This is an optimization exercise on Yosys and OpenROAD, whose aim is small area, not a production implementation.
In this exercise RTL edits were held to simulation tests only and were not proved equivalent to the original.
Power is estimated from default activity; no workload was simulated.

## exp/indigo
==> flow/design.v (excerpt) <==
module byte_data_memory
#(
  parameter int unsigned DEPTH          = 64,
  parameter bit          CLEAR_ON_RESET = 1'b1
) (
  input  logic        clk,
  input  logic        reset,
  input  logic        req_valid,
  output logic        req_ready,
  input  logic        req_we,
  input  logic [2:0]  req_funct3,
  input  logic [31:0] req_addr,
  input  logic [31:0] req_wdata,
  output logic        rsp_valid,
  output logic [31:0] rsp_rdata,
  output logic        rsp_err,
  output logic        clear_busy
);
Size: ~6,300 cells after synthesis, roughly 2,100 flip-flops, roughly 110 I/O pins, about 68,000 sq um of cells after synthesis.
==> flow/config.mk <==
export PLATFORM = sky130hd
export DESIGN_NAME = byte_data_memory
export DESIGN_NICKNAME = byte_data_memory
export VERILOG_FILES = /design/flow/design.v
export SDC_FILE = /design/flow/constraint.sdc
export NUM_CORES = 4
export LEC_CHECK = 0
export CAP_MARGIN = 5
export CORE_MARGIN = 2
export CORE_UTILIZATION = 40
export CTS_CLUSTER_DIAMETER = 60
export CTS_CLUSTER_SIZE = 18
export GPL_TIMING_DRIVEN = 0
export PLACE_DENSITY = 0.85
export SETUP_SLACK_MARGIN = 0.1
export SLEW_MARGIN = 5
export SYNTH_HIERARCHICAL = 1
==> flow/constraint.sdc <==
create_clock -name core_clock -period 5.0 [get_ports {clk}]
set_input_delay 1.0000 -clock core_clock [delete_from_list [all_inputs] [get_ports {clk}]]
set_output_delay 1.0000 -clock core_clock [all_outputs]
set_load 0.01 [all_outputs]
standard.sh (not shown) runs the stock make flow with config.mk's settings and CLKGATE_MAP_FILE= SYNTH_SCRIPT=/design/flow/synth_recipe.tcl, a recipe that flattens the netlist after the stock synthesis.
==> flow/flow/run.sh <==
#!/bin/bash
# Own layout flow: the standard ORFS flow, standard synthesis unchanged.
# Changes from the standard layout:
#  - ports are buffered with plain buf_1 cells (the default pick is a
#    clkdlybuf4s50 delay cell, which is slow and twice the area; the
#    resizer can still upsize a plain buffer where timing needs it);
#  - clock tree synthesis adds no dummy balancing loads, and builds the
#    tree from clkbuf_8 cells in clusters of at most 18 sinks;
#  - the design repair after placement may not use buf_12/buf_16
#    (small_bufs.tcl).
# The full make output goes to standard_flow.log; each ORFS step keeps its
# own log under orfs/logs/.
set -euo pipefail
cd "$(dirname "$0")/.."
here=$(pwd)
bash standard.sh finish \
  "BUFFER_PORTS_ARGS=-buffer_cell sky130_fd_sc_hd__buf_1" \
  "CTS_ARGS=-sink_clustering_enable -repair_clock_nets -dont_use_dummy_load -sink_clustering_size 18 -sink_clustering_max_diameter 60 -buf_list sky130_fd_sc_hd__clkbuf_8" \
  "PRE_RESIZE_TCL=$here/flow/small_bufs.tcl" \
  > standard_flow.log 2>&1
==> flow/flow/small_bufs.tcl <==
# Keep design repair from using the largest buffers (buf_12, buf_16); it
# then buffers long, high-fanout nets with smaller buffers instead.
set_dont_use {sky130_fd_sc_hd__buf_12 sky130_fd_sc_hd__buf_16}
Relative to exp/indigo, the following input files were edited for exp/quartz:
- CTS_CLUSTER_DIAMETER: 60 -> 80
- SLEW_MARGIN: 5 -> 10
- CTS_CLUSTER_SIZE: 18 -> 24
- CAP_MARGIN: 5 -> 10
- SETUP_SLACK_MARGIN: 0.1 -> unset
- PLACE_DENSITY: 0.85 -> unset
==> flow/flow/run.sh <==
#!/bin/bash
# Own layout flow: the standard ORFS flow, standard synthesis unchanged.
# Changes from the standard layout:
#  - ports are buffered with plain buf_1 cells (the default pick is a
#    clkdlybuf4s50 delay cell, which is slow and twice the area; the
#    resizer can still upsize a plain buffer where timing needs it);
#  - clock tree synthesis adds no dummy balancing loads.
# The full make output goes to standard_flow.log; each ORFS step keeps its
# own log under orfs/logs/.
set -euo pipefail
cd "$(dirname "$0")/.."
bash standard.sh finish \
  "BUFFER_PORTS_ARGS=-buffer_cell sky130_fd_sc_hd__buf_1" \
  "CTS_ARGS=-sink_clustering_enable -repair_clock_nets -dont_use_dummy_load -sink_clustering_size 24 -sink_clustering_max_diameter 80" \
  > standard_flow.log 2>&1
removed: flow/flow/small_bufs.tcl
[summary]
Every stage of the flow completed for exp/quartz, and the final layout passed the timing, design-rule and antenna checks. exp/quartz -> exp/indigo: starting utilization of the core area flat. Looking at number of antenna violations at the first check in global routing across exp/indigo and exp/quartz, the one that comes out lower is exp/quartz. Relative to exp/indigo, required time at the endpoint of the critical path has increased by 1.59 ns in exp/quartz. From exp/indigo to exp/quartz the numbers moved as follows: routed wire length grew by 2000 um, first-pass GRT wire length grew by about 1.4%, cell area after layout grew by 2.9%.
## Diff of input files: exp/xenon against exp/quartz
- swapping 80 for 60 in CTS_CLUSTER_DIAMETER
- swapping 24 for 16 in CTS_CLUSTER_SIZE
==> flow/flow/run.sh <==
#!/bin/bash
# Own layout flow: the standard ORFS flow, standard synthesis unchanged.
# Changes from the standard layout:
#  - ports are buffered with plain buf_1 cells (the default pick is a
#    clkdlybuf4s50 delay cell, which is slow and twice the area; the
#    resizer can still upsize a plain buffer where timing needs it);
#  - clock tree synthesis adds no dummy balancing loads, and builds the
#    tree from clkbuf_8 cells in clusters of at most 16 sinks;
#  - the design repair after placement may not use buf_12/buf_16
#    (small_bufs.tcl).
# The full make output goes to standard_flow.log; each ORFS step keeps its
# own log under orfs/logs/.
set -euo pipefail
cd "$(dirname "$0")/.."
here=$(pwd)
bash standard.sh finish \
  "BUFFER_PORTS_ARGS=-buffer_cell sky130_fd_sc_hd__buf_1" \
  "CTS_ARGS=-sink_clustering_enable -repair_clock_nets -dont_use_dummy_load -sink_clustering_size 16 -sink_clustering_max_diameter 60 -buf_list sky130_fd_sc_hd__clkbuf_8" \
  "PRE_RESIZE_TCL=$here/flow/small_bufs.tcl" \
  > standard_flow.log 2>&1
==> flow/flow/small_bufs.tcl (new file) <==
# Keep design repair from using the largest buffers (buf_12, buf_16); it
# then buffers long, high-fanout nets with smaller buffers instead.
set_dont_use {sky130_fd_sc_hd__buf_12 sky130_fd_sc_hd__buf_16}
Results
exp/xenon -> exp/quartz: number of resized instances in the post-cts repair step delta 0, exact match
Die width came out exactly the same in exp/xenon and exp/quartz.
The final standard cell count with taps included and fillers excluded of exp/xenon is higher than that of exp/quartz.
Between exp/xenon and exp/quartz, clock latency at the later pin of the worst-skew pair is lower for exp/quartz, exp/xenon comes in above that.
Compared with exp/quartz, in exp/xenon worst-case vdd ir drop has decreased, number of buffers inserted to repair setup after CTS has remained practically unchanged.
> inputs changed (exp/xenon -> exp/violet)
==> flow/flow/run.sh <==
#!/bin/bash
# Own layout flow: the standard ORFS flow, standard synthesis unchanged.
# Changes from the standard layout:
#  - ports are buffered with plain buf_1 cells (the default pick is a
#    clkdlybuf4s50 delay cell, which is slow and twice the area; the
#    resizer can still upsize a plain buffer where timing needs it);
#  - clock tree synthesis adds no dummy balancing loads.
# The full make output goes to standard_flow.log; each ORFS step keeps its
# own log under orfs/logs/.
set -euo pipefail
cd "$(dirname "$0")/.."
bash standard.sh finish \
  "BUFFER_PORTS_ARGS=-buffer_cell sky130_fd_sc_hd__buf_1" \
  "CTS_ARGS=-sink_clustering_enable -repair_clock_nets -dont_use_dummy_load -sink_clustering_size 16 -sink_clustering_max_diameter 60 -buf_list sky130_fd_sc_hd__clkbuf_8" \
  > standard_flow.log 2>&1
removed: flow/flow/small_bufs.tcl
==> notes.md <==
Area fraction in and, or, nand and nor cells after synthesis came out exactly the same in exp/xenon and exp/violet.
Cmp exp/violet vs exp/xenon: area of all placed cells without fillers higher in exp/violet
On final critical-path share of the clock period, exp/xenon and exp/violet are basically level.
| final critical path time including I/O delays and setup | exp/violet vs exp/xenon | ≈ equal |
In terms of setup slack, exp/xenon and exp/violet differ only marginally.
From exp/xenon to exp/violet the numbers moved as follows: number of fill cells in the layout fell about 0.7%; register fraction of the total cell area fell 0.34 points; routing usage on met3 rose 0.29 points; met3 wirelength from detailed routing rose about 2.2%.
Modified inputs, exp/onyx compared to exp/violet
==> flow/flow/run.sh <==
#!/bin/bash
# Own layout flow: the standard ORFS flow, standard synthesis unchanged.
# Changes from the standard layout:
#  - ports are buffered with plain buf_1 cells (the default pick is a
#    clkdlybuf4s50 delay cell, which is slow and twice the area; the
#    resizer can still upsize a plain buffer where timing needs it);
#  - clock tree synthesis adds no dummy balancing loads, and builds the
#    tree from clkbuf_8 cells in clusters of at most 16 sinks;
#  - the design repair after placement may not use buf_8/buf_12/buf_16
#    (small_bufs.tcl).
# The full make output goes to standard_flow.log; each ORFS step keeps its
# own log under orfs/logs/.
set -euo pipefail
cd "$(dirname "$0")/.."
here=$(pwd)
bash standard.sh finish \
  "BUFFER_PORTS_ARGS=-buffer_cell sky130_fd_sc_hd__buf_1" \
  "CTS_ARGS=-sink_clustering_enable -repair_clock_nets -dont_use_dummy_load -sink_clustering_size 16 -sink_clustering_max_diameter 60 -buf_list sky130_fd_sc_hd__clkbuf_8" \
  "PRE_RESIZE_TCL=$here/flow/small_bufs.tcl" \
  > standard_flow.log 2>&1
==> flow/flow/small_bufs.tcl (new file) <==
# Keep design repair from using the largest buffers (buf_8, buf_12, buf_16); it
# then buffers long, high-fanout nets with smaller buffers instead.
set_dont_use {sky130_fd_sc_hd__buf_8 sky130_fd_sc_hd__buf_12 sky130_fd_sc_hd__buf_16}
Findings:
Against exp/violet, exp/onyx comes in 6.8% higher on routed wire length on met3. In the metrics for exp/violet and exp/onyx, the one carrying the lower setup slack at placement is exp/violet. Against exp/violet, exp/onyx comes in 31 lower on first-iteration DRC count. Relative to exp/violet, the setup slack of the worst register-to-register path of exp/onyx is higher by 0.05 ns. rsp_rdata[29] as the capturing instance or port of the critical path was reported by exp/violet, and rsp_rdata[26] by exp/onyx. Looking at share of the cycle needed by the critical path after routing, exp/onyx sits 1.1 points higher than exp/violet does. Status: cell area parity (exp/onyx, exp/violet). The detail-routed via count per cell was comparable across exp/violet and exp/onyx. Sort exp/violet and exp/onyx by synthesis-to-layout area growth desc -> top: exp/onyx. Taking exp/violet as the reference point, the worst hold-check slack of exp/onyx falls by 0.0043 ns. The final layout from exp/onyx, which completed every stage, passed the timing, design-rule and antenna checks at the end of the flow. Summary of exp/onyx over exp/violet: total power comparable, global-route usage comparable.
--- input diff exp/onyx..exp/pepper ---
- CTS_CLUSTER_DIAMETER now 80, was 60
- SLEW_MARGIN now 20, was 10
- CAP_MARGIN now 20, was 10
- CTS_CLUSTER_SIZE now 24, was 16
- CORE_UTILIZATION now 55, was 40
==> flow/flow/run.sh <==
#!/bin/bash
# Own layout flow: the standard ORFS flow, standard synthesis unchanged.
# Changes from the standard layout:
#  - ports are buffered with plain buf_1 cells (the default pick is a
#    clkdlybuf4s50 delay cell, which is slow and twice the area; the
#    resizer can still upsize a plain buffer where timing needs it);
#  - clock tree synthesis adds no dummy balancing loads.
# The full make output goes to standard_flow.log; each ORFS step keeps its
# own log under orfs/logs/.
set -euo pipefail
cd "$(dirname "$0")/.."
bash standard.sh finish \
  "BUFFER_PORTS_ARGS=-buffer_cell sky130_fd_sc_hd__buf_1" \
  "CTS_ARGS=-sink_clustering_enable -repair_clock_nets -dont_use_dummy_load -sink_clustering_size 24 -sink_clustering_max_diameter 80" \
  > standard_flow.log 2>&1
removed: flow/flow/small_bufs.tcl
## What came out
exp/pepper completed end to end with timing, DRC and antenna clean.
exp/onyx | stages: all done | timing, DRC, antenna: all pass
Of the two values seen for standard cell with the maximum stage delay on the critical path, sky130_fd_sc_hd__dfxtp_1 was produced by exp/onyx and sky130_fd_sc_hd__nor4_1 by exp/pepper.
Going from exp/onyx to exp/pepper, die boundary width went down, register-to-register slack shrank by 0.16 ns, number of distinct standard cells referenced by the synthesized netlist saw little to no change, fmax grew by 2.1 MHz, global-route wire length before repair has decreased.
Between exp/onyx and exp/pepper, the flow reports maximum vdd ir drop increasing by more than half.
Diff exp/pepper..exp/onyx | storage element area | unchanged
exp/pepper: fraction of met3 tracks used by global routing is 2.5 points higher than what exp/onyx reported.
Via count delta (exp/onyx -> exp/pepper): insignificant
exp/pepper vs exp/onyx: core occupancy in the finished layout up in exp/pepper
exp/pepper vs exp/onyx: layout overhead on the synthesized area down

re-timing with driven ports:
How much do the figures lean on ideal ports? The routed layouts below were timed once more, with nothing changed but the port constraints. Step 1 assumes that a clkbuf_16 drives the clock port and a buf_2 every other input. Step 2 also shifts input and output timing later by t, the mid clock arrival at the registers, as if the neighbouring blocks saw the same clock. Slacks: ideal ports / drivers / drivers and shift; pairs: ideal ports / drivers.
run	t (ns)	setup WS [ns]	clock arrival spread, ns	worst data-port slew with drivers (ns)	cell pins on the clock port's net
exp/indigo	0.976	0.131 / 0.064 / -0.513	0.073 / 0.073	0.21	1
exp/quartz	0.803	0.192 / 0.192 / -0.283	0.091 / 0.091	0.16	1
exp/xenon	0.980	0.180 / 0.111 / -0.175	0.084 / 0.084	0.15	1
exp/violet	0.966	0.182 / 0.109 / -0.324	0.090 / 0.090	0.15	1
exp/onyx	0.979	0.127 / 0.042 / -0.323	0.102 / 0.102	0.18	1
exp/pepper	0.780	0.176 / 0.176 / -0.219	0.055 / 0.055	0.17	1
Met with ideal ports but missed after step 2: setup timing in every run listed. For exp/indigo, which loses most, drivers alone change the setup slack by -0.067 ns; drivers and shift together by -0.644 ns.
